From an optimization exercise on the open Yosys and OpenROAD flow, aimed at a short achievable clock period and few clock cycles; shortcuts taken in it are not production practice. Only simulation tests tie the RTL to the original design; equivalence was not proved. No activity file was given, so power comes from the tool's default toggle rates.

## job 103
Design ack_retry_pending_table, start of the top module:
module ack_retry_pending_table (
  input  logic                               clk,
  input  logic                               rst_n,
  input  logic                               in_valid,
  output logic                               in_ready,
  input  logic [artp_pkg::REQ_W-1:0]         in_req_type,
  input  logic [artp_pkg::TIME_W-1:0]        in_now_ms,
  input  logic [artp_pkg::ADDR_W-1:0]        in_dest_addr,
  input  logic [artp_pkg::KIND_W-1:0]        in_packet_kind,
  input  logic [artp_pkg::SEQ_W-1:0]         in_ack_seq,
  input  logic [artp_pkg::ADDR_W-1:0]        in_ack_source,
  output logic                               out_valid,
  input  logic                               out_ready,
  output logic [artp_pkg::EV_W-1:0]          out_event,
  output logic [artp_pkg::SLOT_W-1:0]        out_slot,
  output logic [artp_pkg::SEQ_W-1:0]         out_seq,
  output logic [artp_pkg::ADDR_W-1:0]        out_peer_addr,
  output logic [artp_pkg::KIND_W-1:0]        out_kind,
  output logic [artp_pkg::RETRY_W-1:0]       out_retry_count,
  output logic                               out_ack_needed,
  output logic [artp_pkg::LOST_W-1:0]        out_lost_total,
  output logic                               out_last,
  input  logic                               cfg_we,
  input  logic [artp_pkg::CFG_IDX_W-1:0]     cfg_idx,
  input  logic [artp_pkg::CFG_DATA_W-1:0]    cfg_wdata
);
  localparam int SLOTS = SLOTS_DEF;
  artp_pkg::cfg_t       cfg;
  artp_pkg::req_rec_t   in_req;
  artp_pkg::qent_t      q_ent, q1_ent, i_ent;
  logic                 q1_valid;
  logic [3:0][artp_pkg::TIME_W-1:0] qc_now, qc_lo;
  logic [3:0]           qc_wrap;
  artp_pkg::result_t    out_res;
  logic                 q_valid, q_pop;
  assign in_req.typ  = in_req_type;
  assign in_req.now  = in_now_ms;
  assign in_req.dest = in_dest_addr;
  assign in_req.kind = in_packet_kind;
  assign in_req.aseq = in_ack_seq;
  assign in_req.asrc = in_ack_source;
  artp_regs u_regs (
    .clk       (clk),
    .rst_n     (rst_n),
    .cfg_we    (cfg_we),
    .cfg_idx   (cfg_idx),
    .cfg_wdata (cfg_wdata),
    .cfg       (cfg)
  );
  artp_ctrl u_ctrl (
    .clk      (clk),
    .rst_n    (rst_n),
    .cfg      (cfg),
    .in_valid (in_valid),
    .in_ready (in_ready),
    .in_req   (in_req),
    .q_valid  (q_valid),
    .q_ent    (q_ent),
  ...
Settings: LEC_CHECK=0, ABC_CLOCK_PERIOD_IN_PS=2000, CAP_MARGIN=20, CORE_MARGIN=2, CORE_UTILIZATION=40, SETUP_SLACK_MARGIN=4.0, SLEW_MARGIN=20, SYNTH_HIERARCHICAL=1; clock period 6.5 ns.
run.sh (not shown) runs the stock make flow with config.mk's settings and CLKGATE_MAP_FILE= SYNTH_SCRIPT=/design/flow/synth_recipe.tcl, a recipe that flattens the netlist after the stock synthesis.
Job 103 went all the way through the flow, and no timing, DRC or antenna check failed.
Testbench counts of job 103, summed over its fixed seeds: cycles 5,967.
Changes in job 101 relative to job 103:
-- flow/design.v --
<<< job 103, line 451
      .q({xc_m_valid[i], xc_m_add[i], xc_m_tick[i], xc_b_valid[i], xc_b_one[i], xc_s_valid[i]}));
  end
  assign out_valid = o_valid;
  assign out_res   = o_res;
  assign out_last  = o_last;
>>> job 101, line 451
      .q({xc_m_valid[i], xc_m_add[i], xc_m_tick[i], xc_b_valid[i], xc_b_one[i], xc_s_valid[i]}));
  end
  logic o_valid_o;
  artp_reg #(.W(1)) u_o_valid_o (.clk(clk), .d(o_valid_d), .q(o_valid_o));
  assign out_valid = o_valid_o;
  assign out_res   = o_res;
  assign out_last  = o_last;
<<< job 103, line 545
  logic [TMO_W-1:0] i_lo16;     
  logic i_b16;                  
  logic i_v, q0_v, q1_v, rdy_r;
  logic i_mv, q0_v_nxt, q1_v_nxt, i_v_nxt;
  artp_pkg::req_rec_t i_d;
>>> job 101, line 547
  logic [TMO_W-1:0] i_lo16;     
  logic i_b16;                  
  logic i_v, q0_v, q1_v, rdy_r, rdy_o;
  logic i_mv, q0_v_nxt, q1_v_nxt, i_v_nxt;
  artp_pkg::req_rec_t i_d;
<<< job 103, line 600
  artp_reg #(.W(4)) u_ctl_r (.clk(clk), .d({i_v_d, q0_v_d, q1_v_d, rdy_d}),
                             .q({i_v, q0_v, q1_v, rdy_r}));
  assign in_ready = rdy_r;
  assign q_valid  = q0_v;
  assign q_ent    = q0_r;
>>> job 101, line 602
  artp_reg #(.W(4)) u_ctl_r (.clk(clk), .d({i_v_d, q0_v_d, q1_v_d, rdy_d}),
                             .q({i_v, q0_v, q1_v, rdy_r}));
  artp_reg #(.W(1)) u_rdy_o (.clk(clk), .d(rdy_d), .q(rdy_o));
  assign in_ready = rdy_o;
  assign q_valid  = q0_v;
  assign q_ent    = q0_r;
==> comparison <==
- Job 103 → job 101: core utilization barely changed; post-synthesis instance area neither gained nor lost much; post-cts hold buffer count now sits at about the same level; sequential cell count comparable.
- For job 101, the critical setup path kind was reg -> out, unlike job 103, where it was reg -> reg.
- Job 101 ended with less via count than job 103.
- Buffer count excluding the clock tree in the final layout in job 101 is about 4.6% above job 103.
- Job 101 against job 103: cell total after placement stayed essentially flat, post-layout minimum cycle time went down 0.11 ns, overall power of the completed layout held, part of the cycle the worst path needs shrank by 1.7 points, first-pass GRT wire length shrank by 3.2%.
- On hold slack, job 101 tracks job 103 almost exactly.
Testbench counts of job 101, summed over its fixed seeds: cycles 5,967.

[afterwards: timing with drivers on the ports]
In the flow no input, the clock included, has a driving cell. The finished layouts below were timed again as built, in two steps.
Step 1 (the two cells are an assumption about what drives the block):
set clk [get_ports {clk}]
set_driving_cell -lib_cell sky130_fd_sc_hd__clkbuf_16 $clk
set_driving_cell -lib_cell sky130_fd_sc_hd__buf_2 [delete_from_list [all_inputs] $clk]
Step 2 adds t to the input delays and takes it off the output delays; t is the mean of the earliest and latest rising clock arrival at the registers after step 1. Input paths then give back, and output paths get back, about the clock's delay inside the block.
Slacks: ideal ports / drivers / drivers and shift; pairs: ideal ports / drivers.
| run | shift t [ns] | setup slack, ns | clock arrival spread, ns | slew at the worst register clock pin (ns) | pins driven straight from the clock port |
|---|---|---|---|---|---|
| job 103 | 0.915 | 3.779 / 3.779 / 3.156 | 0.039 / 0.040 | 0.07 / 0.07 | 1 |
| job 101 | 0.904 | 3.891 / 3.808 / 3.115 | 0.033 / 0.034 | 0.07 / 0.07 | 1 |
After both steps every run listed still meets setup and hold. For job 101, which loses most, drivers alone change the setup slack by -0.083 ns; drivers and shift together by -0.776 ns.
